Background: an optimization exercise with open tools, aiming at small area, a short achievable clock period and few clock cycles per item. Do not read the settings as production practice.
Where RTL was checked, it was by simulation tests only, not by an equivalence proof against the original.
No activity file was given, so power comes from the tool's default toggle rates.

==> run a <==
// systolic_array_nxn
module systolic_array_nxn #(
    parameter int unsigned N      = 4,
    parameter int unsigned DATA_W = 8,
    parameter int unsigned K_MAX  = 16,
    parameter int unsigned ACC_W  = 20,
    localparam int unsigned KW    = $clog2(K_MAX + 1)
) (
    input  logic                   clk,
    input  logic                   rst,
    input  logic                   enable,
    input  logic                   start,
    input  logic [KW-1:0]          k_len,
    input  logic                   in_valid,
    input  logic [N*DATA_W-1:0]    a_col,
    input  logic [N*DATA_W-1:0]    b_row,
    input  logic                   out_ready,
    output logic                   busy,
    output logic                   in_ready,
    output logic                   out_valid,
    output logic [N*N*ACC_W-1:0]   c_flat,
    output logic                   ovf
);
export LEC_CHECK = 0
export CAP_MARGIN = 20
export CORE_MARGIN = 2
export CORE_UTILIZATION = 40
export SLEW_MARGIN = 20
export SYNTH_HIERARCHICAL = 1
export SYNTH_MINIMUM_KEEP_SIZE = 0
create_clock -name core_clock -period 6.0 [get_ports {clk}]
standard.sh (not shown) runs the stock make flow with config.mk's settings and CLKGATE_MAP_FILE= SYNTH_SCRIPT=/design/flow/synth_recipe.tcl, a recipe that flattens the netlist after the stock synthesis.
==> flow/flow/run.sh <==
#!/bin/bash
# The standard layout (standard.sh), except for the port buffers: every input
# port gets a sky130_fd_sc_hd__buf_4 (inputs fan out to many gates) and every
# output port a sky130_fd_sc_hd__buf_1 (outputs drive only the 0.01 pF load),
# instead of the one cell ORFS picks for all ports. flow/ports.tcl does the
# buffering just before global placement, where ORFS would do it.
set -euo pipefail
here=$(pwd)
bash standard.sh DONT_BUFFER_PORTS=1 "PRE_GLOBAL_PLACE_TCL=$here/flow/ports.tcl" finish > standard_flow.log 2>&1
==> flow/flow/ports.tcl <==
# Buffer every port (run by ORFS before global placement, DONT_BUFFER_PORTS=1).
puts "Perform port buffering (inputs buf_4, outputs buf_1)..."
buffer_ports -inputs -buffer_cell sky130_fd_sc_hd__buf_4
buffer_ports -outputs -buffer_cell sky130_fd_sc_hd__buf_1
==> run b (differences from run a) <==
==> flow/run.sh (new file) <==
#!/bin/bash
# synth_recipe.tcl (not shown) runs the flow's synth.tcl, then flattens the netlist and writes it again
# the make line also repeats each setting of config.mk as NAME=value (left out here)
make -C /OpenROAD-flow-scripts/flow DESIGN_CONFIG=/design/flow/config.mk WORK_HOME=/design/flow/orfs CLKGATE_MAP_FILE= SYNTH_SCRIPT=/design/flow/synth_recipe.tcl finish
removed: flow/flow/run.sh
removed: flow/flow/ports.tcl
removed: flow/standard.sh
==> results.ini <==
[detailed_routing]
wl_met2_microns=79600

[cells_and_area]
clock_area_share_pct=5.70
nNonClkBuffers=9
antenna_cells=0
clock_buffers=129
nets=7586

[place]
gp_congestion=0.905

[sta]
worst_pin_slew_ns=1.01

[critical_path]
critical-path-max-stage-delay_ns=0.62

[run_status]
status=finished clean

[global_route]
use_met1_pct=28.2
grt_max_degree=188

[power]
p_per_area_mw_per_mm2=309

The numbers above come from run a.

==> results.ini <==
[sta]
rsz0062_at_grt=false
worst_pin_slew_ns=1.12
timing.clock.skew_ns=0.0286

[cells_and_area]
nets=8054
clock_area_share_pct=5.11
clock_buffers=135
nNonClkBuffers=478

[global_route]
grt_antenna_before_repair=12
use_met1_pct=31.3
grt_max_degree=127

[place]
place.port_buffers=397
gp_congestion=0.911

[detailed_routing]
wl_met2_microns=81200

[run_status]
status=finished clean

[power]
p_per_area_mw_per_mm2=308

[min_path]
hold_depth=1

[critical_path]
critical-path-max-stage-delay_ns=1.21

The numbers above come from run b.

No functional check of the RTL was part of any run of this note.

---

==> trial 49: inputs <==
systolic_array_nxn, a different RTL version from the one above (not shown whole).
Settings: LEC_CHECK=0, CAP_MARGIN=20, CORE_MARGIN=2, CORE_UTILIZATION=40, SLEW_MARGIN=20, SYNTH_HIERARCHICAL=1, SYNTH_MINIMUM_KEEP_SIZE=0; clock period 6.0 ns.
==> flow/flow/run.sh <==
#!/bin/bash
# The standard layout, with every port buffered by the smallest buffer cell
# (sky130_fd_sc_hd__buf_1) instead of the one ORFS picks by default.
set -euo pipefail
bash standard.sh "BUFFER_PORTS_ARGS=-buffer_cell sky130_fd_sc_hd__buf_1" finish > standard_flow.log 2>&1
==> trial 62: changes against trial 49 <==
==> flow/run.sh (new file) <==
#!/bin/bash
# synth_recipe.tcl (not shown) runs the flow's synth.tcl, then flattens the netlist and writes it again
# the make line also repeats each setting of config.mk as NAME=value (left out here)
make -C /OpenROAD-flow-scripts/flow DESIGN_CONFIG=/design/flow/config.mk WORK_HOME=/design/flow/orfs CLKGATE_MAP_FILE= SYNTH_SCRIPT=/design/flow/synth_recipe.tcl finish
removed: flow/flow/run.sh
removed: flow/standard.sh
==> summary.txt <==
Trial 62 completed without violations. Trial 49 finished with timing, DRC and antenna clean. Between trial 62 and trial 49, the lower setup slack is in trial 49 (gap 0.15 ns). Of trial 62 and trial 49, trial 62 has the higher routed wire length (gap about 1.1%, measured against trial 49). In trial 49 the sequential share of layout area is higher than in trial 62, by 0.83 points. Clock skew: trial 62 is lower than trial 49 (0.0071 ns). In trial 62 the total power is higher than in trial 49, by 2.4%. In critical path depth, trial 49 and trial 62 do not differ.
No functional check of the RTL was part of any run of this note.

---

==> build 24 <==
Another version of the RTL of systolic_array_nxn (not shown whole).
==> flow/config.mk <==
export PLATFORM = sky130hd
export DESIGN_NAME = systolic_array_nxn
export DESIGN_NICKNAME = systolic_array_nxn
export VERILOG_FILES = /design/flow/design.v
export SDC_FILE = /design/flow/constraint.sdc
export NUM_CORES = 4
export LEC_CHECK = 0
export CAP_MARGIN = 20
export CORE_MARGIN = 2
export CORE_UTILIZATION = 40
export CTS_BUF_LIST = sky130_fd_sc_hd__clkbuf_8
export CTS_CLUSTER_DIAMETER = 80
export CTS_CLUSTER_SIZE = 14
export SLEW_MARGIN = 20
export SYNTH_HIERARCHICAL = 1
export SYNTH_MINIMUM_KEEP_SIZE = 0
==> flow/constraint.sdc <==
create_clock -name core_clock -period 6.0 [get_ports {clk}]
set_input_delay 1.2000 -clock core_clock [delete_from_list [all_inputs] [get_ports {clk}]]
set_output_delay 1.2000 -clock core_clock [all_outputs]
set_load 0.01 [all_outputs]
==> flow/flow/run.sh <==
#!/bin/bash
# The standard layout (standard.sh), except for the port buffers: every port
# is buffered with sky130_fd_sc_hd__buf_1 (outputs drive only the 0.01 pF
# load) instead of the cell ORFS picks, and flow/ports.tcl then makes the
# buffers of input ports that fan out to several pins sky130_fd_sc_hd__buf_12,
# without the buffers placement put behind them.
set -euo pipefail
here=$(pwd)
bash standard.sh "BUFFER_PORTS_ARGS=-buffer_cell sky130_fd_sc_hd__buf_1" "PRE_RESIZE_TCL=$here/flow/ports.tcl" "POST_RESIZE_TCL=$here/flow/ports.tcl" finish > standard_flow.log 2>&1
==> flow/flow/ports.tcl <==
# Run by ORFS just before and just after the resize step (PRE_RESIZE_TCL,
# POST_RESIZE_TCL). The ports were buffered with sky130_fd_sc_hd__buf_1
# (BUFFER_PORTS_ARGS). An input port's operand bit fans out to many gates:
# drop the buffers placement put behind the port's buffer and make the
# port's buffer a sky130_fd_sc_hd__buf_12 that drives them all itself.
proc my_is_buf {inst} {
  return [regexp {^sky130_fd_sc_hd__(clk)?buf_[0-9]+$} [[$inst getMaster] getName]]
}
proc my_out_net {inst} {
  foreach it [$inst getITerms] {
    if {[$it isOutputSignal]} { return [$it getNet] }
  }
  return "NULL"
}
set nrm 0
set nup 0
set block [ord::get_db_block]
foreach bt [$block getBTerms] {
  if {[$bt getIoType] != "INPUT"} { continue }
  set net [$bt getNet]
  if {$net eq "NULL"} { continue }
  set iterms [$net getITerms]
  if {[llength $iterms] != 1} { continue }
  set pbuf [[lindex $iterms 0] getInst]
  if {![my_is_buf $pbuf]} { continue }
  set onet [my_out_net $pbuf]
  if {$onet eq "NULL"} { continue }
  # buffers behind the port's buffer (one level, as placement leaves them)
  set behind {}
  foreach it [$onet getITerms] {
    set inst [$it getInst]
    if {$inst ne $pbuf && ![$it isOutputSignal] && [my_is_buf $inst]} {
      lappend behind [$inst getName]
    }
  }
  if {[llength $behind] > 0} {
    remove_buffers {*}$behind
    incr nrm [llength $behind]
  }
  set fanout [expr {[llength [[my_out_net $pbuf] getITerms]] - 1}]
  if {$fanout > 3 && [[$pbuf getMaster] getName] ne "sky130_fd_sc_hd__buf_12"} {
    replace_cell [$pbuf getName] sky130_fd_sc_hd__buf_12
    incr nup
  }
}
puts "Removed $nrm buffers behind input port buffers; made $nup input port buffers sky130_fd_sc_hd__buf_12"
==> inputs of build 20, as changes to build 24 <==
--- a/flow/config.mk
+++ b/flow/config.mk
@@ -7,10 +7,11 @@
 export LEC_CHECK = 0
 export CAP_MARGIN = 20
 export CORE_MARGIN = 2
-export CORE_UTILIZATION = 40
+export CORE_UTILIZATION = 55
 export CTS_BUF_LIST = sky130_fd_sc_hd__clkbuf_8
 export CTS_CLUSTER_DIAMETER = 80
 export CTS_CLUSTER_SIZE = 14
+export SETUP_SLACK_MARGIN = 2.6
 export SLEW_MARGIN = 20
 export SYNTH_HIERARCHICAL = 1
 export SYNTH_MINIMUM_KEEP_SIZE = 0
==> inputs of build 21, as changes to build 24 <==
--- a/flow/config.mk
+++ b/flow/config.mk
@@ -5,12 +5,13 @@
 export SDC_FILE = /design/flow/constraint.sdc
 export NUM_CORES = 4
 export LEC_CHECK = 0
+export ABC_AREA = 1
 export CAP_MARGIN = 20
 export CORE_MARGIN = 2
 export CORE_UTILIZATION = 40
 export CTS_BUF_LIST = sky130_fd_sc_hd__clkbuf_8
 export CTS_CLUSTER_DIAMETER = 80
-export CTS_CLUSTER_SIZE = 14
+export CTS_CLUSTER_SIZE = 16
 export SLEW_MARGIN = 20
 export SYNTH_HIERARCHICAL = 1
 export SYNTH_MINIMUM_KEEP_SIZE = 0
==> summary.txt <==
Status:
- The run finished with no timing, DRC or antenna violations.

Critical path:
- Data arrives at the worst endpoint at approximately 3.6 ns.
- The largest stage delay on the critical path is 0.53 ns.

Pwr:
- The power dissipated in sequential cells is 6.97 mW.
- The clock network accounts for between 20 and 25% of the total power.

Timing:
- Headroom to the max-slew limit came out at between 40 and 50%.
- Hold timing on the final database bottoms out at a slack of between 0.3 and 0.4 ns.
- In the post-route analysis, the smallest setup slack over all paths is ~3.1 ns.
- The setup skew after layout is ~0.064 ns.

Yosys:
- The synthesized netlist devotes roughly 1.5% of its cell area to compound gates.
- The synthesized netlist devotes approximately 42% of its cell area to adder and majority cells.
(the above is from build 21)
==> summary.txt <==
Timing:
- In the post-route analysis, the smallest setup slack over all paths is just over 3 ns.
- The relative slew slack is 36.9%.
- The setup skew after layout is about 0.035 ns.

Yosys:
- Summing the areas of all compound-gate instances in the mapped netlist gives between 5 and 6% of the synthesized area.
- Summing the areas of all fa, ha and maj instances in the mapped netlist gives between 40 and 50% of the synthesized area.

Pwr:
- The fraction of power consumed by the clock network is roughly 18%.
- Power attributed to sequential cells is slightly below 7 mW.

Status:
- The run finished with no timing, DRC or antenna violations.
(the above is from build 20)
==> summary.txt <==
Status:
- The run finished with no timing, DRC or antenna violations.

Timing:
- The worst pin sits at a relative slew slack of roughly 38%.
- Final hold analysis gives a worst-case slack of between 0.3 and 0.4 ns.
- The worst path meets setup with between 3 and 4 ns of slack.

Critical path:
- The arrival time at the worst endpoint is 3.56 ns.
- The number of buffers and inverters on the critical path is 1.
- On the worst path, the slowest cell contributes a delay of roughly 0.53 ns.

Pwr:
- Power attributed to sequential cells is around 7 mW.
- The share of total power dissipated in the clock network is between 20% and 30%.

Layout:
- Counting flops per register, the top entry is p_q.

Yosys:
- The arithmetic-cell share of the synthesized area counting full adders, half adders and majority gates is 42.1%.
- Summing the areas of all compound-gate instances in the mapped netlist gives under 10% of the synthesized area.
(the above is from build 24)
Testbench counts of build 24, summed over its fixed seeds: cycles 44,891, jobs 3,200.
Testbench counts of build 20, summed over its fixed seeds: cycles 44,891, jobs 3,200.
Testbench counts of build 21, summed over its fixed seeds: cycles 44,891, jobs 3,200.

## what the ideal ports hide
In the flow no input, the clock included, has a driving cell. The finished layouts below were timed again as built, in two steps. Step 1 assumes that a clkbuf_16 drives the clock port and a buf_2 every other input. Step 2 also shifts input and output timing later by t, the mid clock arrival at the registers, as if the neighbouring blocks saw the same clock. a / b / c = ideal / step 1 / step 2; a / b = the first two.
run | shift t [ns] | setup WS [ns] | slew at the worst register clock pin (ns) | worst data-port slew with drivers (ns) | cell pins on the clock port's net
run a | 0.806 | 2.970 / 2.500 / 1.694 | 0.07 / 0.07 | 1.13 | 1
run b | 0.788 | 1.750 / 1.809 / 1.020 | 0.06 / 0.06 | 0.10 | 1
trial 49 | 0.776 | 1.514 / 1.514 / 1.514 | 0.07 / 0.07 | 0.07 | 1
trial 62 | 0.769 | 1.666 / 1.666 / 1.280 | 0.06 / 0.06 | 0.08 | 1
build 24 | 0.855 | 3.064 / 3.049 / 2.197 | 0.10 / 0.10 | 0.12 | 1
build 20 | 0.792 | 3.022 / 3.002 / 2.210 | 0.11 / 0.11 | 0.13 | 1
build 21 | 0.850 | 3.107 / 3.074 / 2.225 | 0.11 / 0.11 | 0.14 | 1
After both steps every run listed still meets setup and hold. The setup slack of run a, which loses most, moves by -0.470 ns with the drivers and by -1.276 ns with both steps.
